Context: an optimization exercise on an open-source flow, tuned for small area. The choices shown serve that exercise and are no tape-out recipe. At most, simulation tests tie the RTL to the original design; equivalence was not proved.

// clefia_ks_gfn12
module clefia_ks_gfn12
(
    input  logic               clk,
    input  logic               rst,
    input  logic               start,
    input  logic [127:0]       key,
    output logic [3:0]         Round,
    input  logic [63:0]        CON,
    output logic               busy,
    output logic               done,
    output logic [127:0]       L
);
    logic [127:0] t_q;
    logic [127:0] t_rnd;
    logic [3:0]   round_q;
    logic [127:0] l_q;
    logic         done_q;
    logic         run_c, last_c;
    assign run_c  = |round_q;
    assign last_c = round_q[3] & round_q[2];
    clefia_gfn4_round u_round (
        .t_i    (t_q),
        .rk0_i  (CON[63:32]),
        .rk1_i  (CON[31:0]),
        .t_c_o  (t_rnd)
    );
    always_ff @(posedge clk) begin
        t_q <= run_c ? t_rnd : key;
    end
    always_ff @(posedge clk) begin
        if (rst) begin
            round_q <= 4'd0;
  ...
For scale: ~1900 cells after synthesis, ~16000 um2 of cells after synthesis.
Settings: LEC_CHECK=0, CAP_MARGIN=20, CORE_MARGIN=2, CORE_UTILIZATION=60, CTS_BUF_LIST=sky130_fd_sc_hd__clkbuf_8 sky130_fd_sc_hd__clkbuf_16, CTS_CLUSTER_DIAMETER=120, CTS_CLUSTER_SIZE=24, GPL_TIMING_DRIVEN=0, SLEW_MARGIN=20; clock period 8.0 ns.
standard.sh (not shown) runs the stock make flow with config.mk's settings and CLKGATE_MAP_FILE= SYNTH_SCRIPT=/design/flow/synth_recipe.tcl, a recipe that flattens the netlist after the stock synthesis.
==> flow/flow/run.sh <==
#!/bin/bash
# Layout flow: the standard flow (standard.sh) with
#  - synthesis by flow/synth.tcl: the standard synthesis with its combinational
#    logic mapped for area (registers unchanged; see synth.tcl),
#  - minimum-size buffers (buf_1) on the ports.
# make's full output goes to layout.log here; ORFS's per-step logs stay under orfs/logs.
set -euo pipefail
W=$(pwd)
F=$W/flow
bash standard.sh SYNTH_SCRIPT=$F/synth.tcl \
  "BUFFER_PORTS_ARGS=-buffer_cell sky130_fd_sc_hd__buf_1" \
  finish > $W/layout.log 2>&1
==> flow/flow/area.abc <==
strash; &get -n; &dch; &nf -a -R 1000; &put; topo
==> flow/flow/synth.tcl <==
# The standard synthesis script (synth_recipe.tcl) with three changes that
# touch only the combinational logic:
#  - Yosys's synth runs with -noabc (no intermediate generic ABC pass),
#  - ORFS's half/full-adder extraction (extract_fa) is skipped,
#  - the final ABC technology mapping uses flow/area.abc, an area-oriented
#    script, in place of ORFS's speed script.
# Every register, its name and its cell type are those of the standard synthesis.
set area_abc_script [file join [file dirname [file normalize [info script]]] area.abc]
proc synth {args} { yosys synth -nofsm -noshare -noabc {*}$args }
proc extract_fa {args} { puts "extract_fa skipped" }
proc abc {args} {
  set i [lsearch -exact $args -script]
  if { $i >= 0 } { set args [lreplace $args $i [expr {$i + 1}] -script $::area_abc_script] }
  yosys abc {*}$args
}
source $::env(SCRIPTS_DIR)/synth.tcl
# left out here: clear keep_hierarchy, flatten, clean up, hide names made inside functions, write 1_2_yosys.v
Edit:
Settings changed: CTS_BUF_LIST sky130_fd_sc_hd__clkbuf_8 sky130_fd_sc_hd__clkbuf_16 to sky130_fd_sc_hd__clkbuf_16, CTS_CLUSTER_DIAMETER 120 to 150, CTS_CLUSTER_SIZE 24 to 30.
Design area barely changes; worst hold slack is better by 5.9 ps; non-clock buffer count does not change; via count drops by 0.32%; worst setup slack degrades by 49 ps; clock skew barely changes.
Function was not checked in any run of this note: the RTL went through the layout flow alone.

* * *

clefia_ks_gfn12, a different RTL version from the one above (not shown whole).
Size in the first run: about 260 flip-flops, ~330 I/O pins, about 17,000 µm² of cells after synthesis.
Settings: LEC_CHECK=0, CAP_MARGIN=20, CORE_MARGIN=2, CORE_UTILIZATION=40, CTS_BUF_LIST=sky130_fd_sc_hd__clkbuf_4 sky130_fd_sc_hd__clkbuf_8, GPL_TIMING_DRIVEN=0, SLEW_MARGIN=20; clock period 8.0 ns.
==> flow/flow/run.sh <==
#!/bin/bash
# Layout flow: the standard flow (standard.sh) with
#  - synthesis by flow/synth.tcl: the standard synthesis with an area-oriented
#    final ABC mapping (registers unchanged),
#  - minimum-size buffers (buf_1) on the ports.
# make's full output goes to layout.log here; ORFS's per-step logs stay under orfs/logs.
set -euo pipefail
W=$(pwd)
F=$W/flow
bash standard.sh SYNTH_SCRIPT=$F/synth.tcl \
  "BUFFER_PORTS_ARGS=-buffer_cell sky130_fd_sc_hd__buf_1" \
  finish > $W/layout.log 2>&1
==> flow/flow/area.abc <==
strash; dch -f; amap -m; topo
==> flow/flow/synth.tcl <==
# The standard synthesis script (synth_recipe.tcl) with one change: the final
# ABC technology mapping uses flow/area.abc, an area-oriented script, in place
# of ORFS's speed script. Everything before it (and so every register, its name
# and its cell type) is the standard synthesis.
set area_abc_script [file join [file dirname [file normalize [info script]]] area.abc]
proc synth {args} { yosys synth -nofsm -noshare {*}$args }
proc abc {args} {
  set i [lsearch -exact $args -script]
  if { $i >= 0 } { set args [lreplace $args $i [expr {$i + 1}] -script $::area_abc_script] }
  yosys abc {*}$args
}
source $::env(SCRIPTS_DIR)/synth.tcl
# left out here: clear keep_hierarchy, flatten, clean up, hide names made inside functions, write 1_2_yosys.v
The baseline finished with timing, DRC and antenna clean.
Rerun with:
CORE_UTILIZATION = 60   (was 40)
CTS_CLUSTER_DIAMETER = 100   (was not set)
CTS_CLUSTER_SIZE = 14   (was not set)
What happened:
- cell area decreases by a few percent
- utilization increases by 23 points
- clock skew decreases by 0.020 ns
- count of clock-buffer cells in the layout decreases by 42
- non-clock buffer count decreases by 3
- die area decreases by a quarter to a third
- routed wire length decreases by a few percent

* * *

Another version of the RTL of clefia_ks_gfn12 (not shown whole).
Size in the first run: about 1800 cells after synthesis, ~260 flip-flops, roughly 330 I/O pins, about 0.016 mm² of cells after synthesis.
export LEC_CHECK = 0
export CAP_MARGIN = 20
export CORE_MARGIN = 2
export CORE_UTILIZATION = 60
export CTS_BUF_LIST = sky130_fd_sc_hd__clkbuf_4 sky130_fd_sc_hd__clkbuf_8
export CTS_CLUSTER_DIAMETER = 80
export CTS_CLUSTER_SIZE = 12
export GPL_TIMING_DRIVEN = 0
export SLEW_MARGIN = 20
create_clock -name core_clock -period 8.0 [get_ports {clk}]
==> flow/flow/run.sh <==
#!/bin/bash
# Layout flow: the standard flow (standard.sh) with
#  - synthesis by flow/synth.tcl: the standard synthesis with its combinational
#    logic mapped for area (registers unchanged; see synth.tcl),
#  - minimum-size buffers (buf_1) on the ports,
#  - the largest buffers and inverters added to the platform's don't-use list,
#    so that high-fanout nets are repaired with smaller buffers.
# make's full output goes to layout.log here; ORFS's per-step logs stay under orfs/logs.
set -euo pipefail
W=$(pwd)
F=$W/flow
PLATFORM_DONT_USE="sky130_fd_sc_hd__probe_p_8 sky130_fd_sc_hd__probec_p_8 sky130_fd_sc_hd__lpflow_bleeder_1 sky130_fd_sc_hd__lpflow_clkbufkapwr_1 sky130_fd_sc_hd__lpflow_clkbufkapwr_16 sky130_fd_sc_hd__lpflow_clkbufkapwr_2 sky130_fd_sc_hd__lpflow_clkbufkapwr_4 sky130_fd_sc_hd__lpflow_clkbufkapwr_8 sky130_fd_sc_hd__lpflow_clkinvkapwr_1 sky130_fd_sc_hd__lpflow_clkinvkapwr_16 sky130_fd_sc_hd__lpflow_clkinvkapwr_2 sky130_fd_sc_hd__lpflow_clkinvkapwr_4 sky130_fd_sc_hd__lpflow_clkinvkapwr_8 sky130_fd_sc_hd__lpflow_decapkapwr_12 sky130_fd_sc_hd__lpflow_decapkapwr_3 sky130_fd_sc_hd__lpflow_decapkapwr_4 sky130_fd_sc_hd__lpflow_decapkapwr_6 sky130_fd_sc_hd__lpflow_decapkapwr_8 sky130_fd_sc_hd__lpflow_inputiso0n_1 sky130_fd_sc_hd__lpflow_inputiso0p_1 sky130_fd_sc_hd__lpflow_inputiso1n_1 sky130_fd_sc_hd__lpflow_inputiso1p_1 sky130_fd_sc_hd__lpflow_inputisolatch_1 sky130_fd_sc_hd__lpflow_isobufsrc_1 sky130_fd_sc_hd__lpflow_isobufsrc_16 sky130_fd_sc_hd__lpflow_isobufsrc_2 sky130_fd_sc_hd__lpflow_isobufsrc_4 sky130_fd_sc_hd__lpflow_isobufsrc_8 sky130_fd_sc_hd__lpflow_isobufsrckapwr_16 sky130_fd_sc_hd__lpflow_lsbuf_lh_hl_isowell_tap_1 sky130_fd_sc_hd__lpflow_lsbuf_lh_hl_isowell_tap_2 sky130_fd_sc_hd__lpflow_lsbuf_lh_hl_isowell_tap_4 sky130_fd_sc_hd__lpflow_lsbuf_lh_isowell_4 sky130_fd_sc_hd__lpflow_lsbuf_lh_isowell_tap_1 sky130_fd_sc_hd__lpflow_lsbuf_lh_isowell_tap_2 sky130_fd_sc_hd__lpflow_lsbuf_lh_isowell_tap_4"
EXTRA_DONT_USE="sky130_fd_sc_hd__buf_8 sky130_fd_sc_hd__buf_12 sky130_fd_sc_hd__buf_16 sky130_fd_sc_hd__bufinv_8 sky130_fd_sc_hd__bufinv_16 sky130_fd_sc_hd__inv_12 sky130_fd_sc_hd__inv_16 sky130_fd_sc_hd__clkinv_16"
bash standard.sh SYNTH_SCRIPT=$F/synth.tcl \
  "BUFFER_PORTS_ARGS=-buffer_cell sky130_fd_sc_hd__buf_1" \
  "DONT_USE_CELLS=$PLATFORM_DONT_USE $EXTRA_DONT_USE" \
  finish > $W/layout.log 2>&1
Other scripts of this flow, unchanged in this note and not shown: flow/flow/area.abc, flow/flow/synth.tcl
Edit:
--- a/flow/flow/run.sh
+++ b/flow/flow/run.sh
@@ -12,3 +12,3 @@
 PLATFORM_DONT_USE="sky130_fd_sc_hd__probe_p_8 sky130_fd_sc_hd__probec_p_8 sky130_fd_sc_hd__lpflow_bleeder_1 sky130_fd_sc_hd__lpflow_clkbufkapwr_1 sky130_fd_sc_hd__lpflow_clkbufkapwr_16 sky130_fd_sc_hd__lpflow_clkbufkapwr_2 sky130_fd_sc_hd__lpflow_clkbufkapwr_4 sky130_fd_sc_hd__lpflow_clkbufkapwr_8 sky130_fd_sc_hd__lpflow_clkinvkapwr_1 sky130_fd_sc_hd__lpflow_clkinvkapwr_16 sky130_fd_sc_hd__lpflow_clkinvkapwr_2 sky130_fd_sc_hd__lpflow_clkinvkapwr_4 sky130_fd_sc_hd__lpflow_clkinvkapwr_8 sky130_fd_sc_hd__lpflow_decapkapwr_12 sky130_fd_sc_hd__lpflow_decapkapwr_3 sky130_fd_sc_hd__lpflow_decapkapwr_4 sky130_fd_sc_hd__lpflow_decapkapwr_6 sky130_fd_sc_hd__lpflow_decapkapwr_8 sky130_fd_sc_hd__lpflow_inputiso0n_1 sky130_fd_sc_hd__lpflow_inputiso0p_1 sky130_fd_sc_hd__lpflow_inputiso1n_1 sky130_fd_sc_hd__lpflow_inputiso1p_1 sky130_fd_sc_hd__lpflow_inputisolatch_1 sky130_fd_sc_hd__lpflow_isobufsrc_1 sky130_fd_sc_hd__lpflow_isobufsrc_16 sky130_fd_sc_hd__lpflow_isobufsrc_2 sky130_fd_sc_hd__lpflow_isobufsrc_4 sky130_fd_sc_hd__lpflow_isobufsrc_8 sky130_fd_sc_hd__lpflow_isobufsrckapwr_16 sky130_fd_sc_hd__lpflow_lsbuf_lh_hl_isowell_tap_1 sky130_fd_sc_hd__lpflow_lsbuf_lh_hl_isowell_tap_2 sky130_fd_sc_hd__lpflow_lsbuf_lh_hl_isowell_tap_4 sky130_fd_sc_hd__lpflow_lsbuf_lh_isowell_4 sky130_fd_sc_hd__lpflow_lsbuf_lh_isowell_tap_1 sky130_fd_sc_hd__lpflow_lsbuf_lh_isowell_tap_2 sky130_fd_sc_hd__lpflow_lsbuf_lh_isowell_tap_4"
-EXTRA_DONT_USE="sky130_fd_sc_hd__buf_8 sky130_fd_sc_hd__buf_12 sky130_fd_sc_hd__buf_16 sky130_fd_sc_hd__bufinv_8 sky130_fd_sc_hd__bufinv_16 sky130_fd_sc_hd__inv_12 sky130_fd_sc_hd__inv_16 sky130_fd_sc_hd__clkinv_16"
+EXTRA_DONT_USE="sky130_fd_sc_hd__buf_8 sky130_fd_sc_hd__buf_12 sky130_fd_sc_hd__buf_16 sky130_fd_sc_hd__bufinv_8 sky130_fd_sc_hd__bufinv_16 sky130_fd_sc_hd__inv_12 sky130_fd_sc_hd__inv_16 sky130_fd_sc_hd__clkinv_16 sky130_fd_sc_hd__bufbuf_8 sky130_fd_sc_hd__bufbuf_16"
 bash standard.sh SYNTH_SCRIPT=$F/synth.tcl \
Settings changed: CTS_CLUSTER_DIAMETER 80 to 90, CTS_CLUSTER_SIZE 12 to 14.
Worst setup slack loses 0.11 ns.
Die area stays the same.
Via count stays the same.
Count of clock-buffer cells in the layout falls by 1.
Register-to-register slack loses 0.10 ns.
Routed wire length is about the same.
Flip-flop and latch count stays the same.

separate check: timing with driven ports:
The flow's constraints put no driver on any port. The routed layouts listed below were extracted and timed again, unchanged, in two steps.
Step 1, drivers: a clkbuf_16 drives clk and a buf_2 each remaining input, both assumed.
Step 2 adds t to the input delays and takes it off the output delays; t is the mean of the earliest and latest rising clock arrival at the registers after step 1. Input paths then give back, and output paths get back, about the clock's delay inside the block.
a / b / c = no drivers / after step 1 / after step 2; a / b = the first two.
| run | t (ns) | setup WS [ns] | worst setup path after step 2 | latest minus earliest clock arrival (ns) |
|---|---|---|---|---|
| the first run of note 1 | 0.546 | 0.380 / 0.405 / -0.141 | input to register | 0.024 / 0.024 |
| the second run of note 1 | 0.540 | 0.331 / 0.359 / -0.181 | input to register | 0.026 / 0.025 |
| the first run of note 2 | 0.677 | 0.368 / 0.388 / -0.289 | input to register | 0.054 / 0.054 |
| the second run of note 2 | 0.615 | 0.302 / 0.328 / -0.287 | input to register | 0.036 / 0.035 |
| the first run of note 3 | 0.607 | 0.410 / 0.418 / -0.189 | input to register | 0.028 / 0.028 |
| the second run of note 3 | 0.609 | 0.296 / 0.319 / -0.291 | input to register | 0.027 / 0.027 |
Met with ideal ports but missed after step 2: setup timing in every run listed. The setup slack of the first run of note 2, which loses most, moves by +0.020 ns with the drivers and by -0.657 ns with both steps.
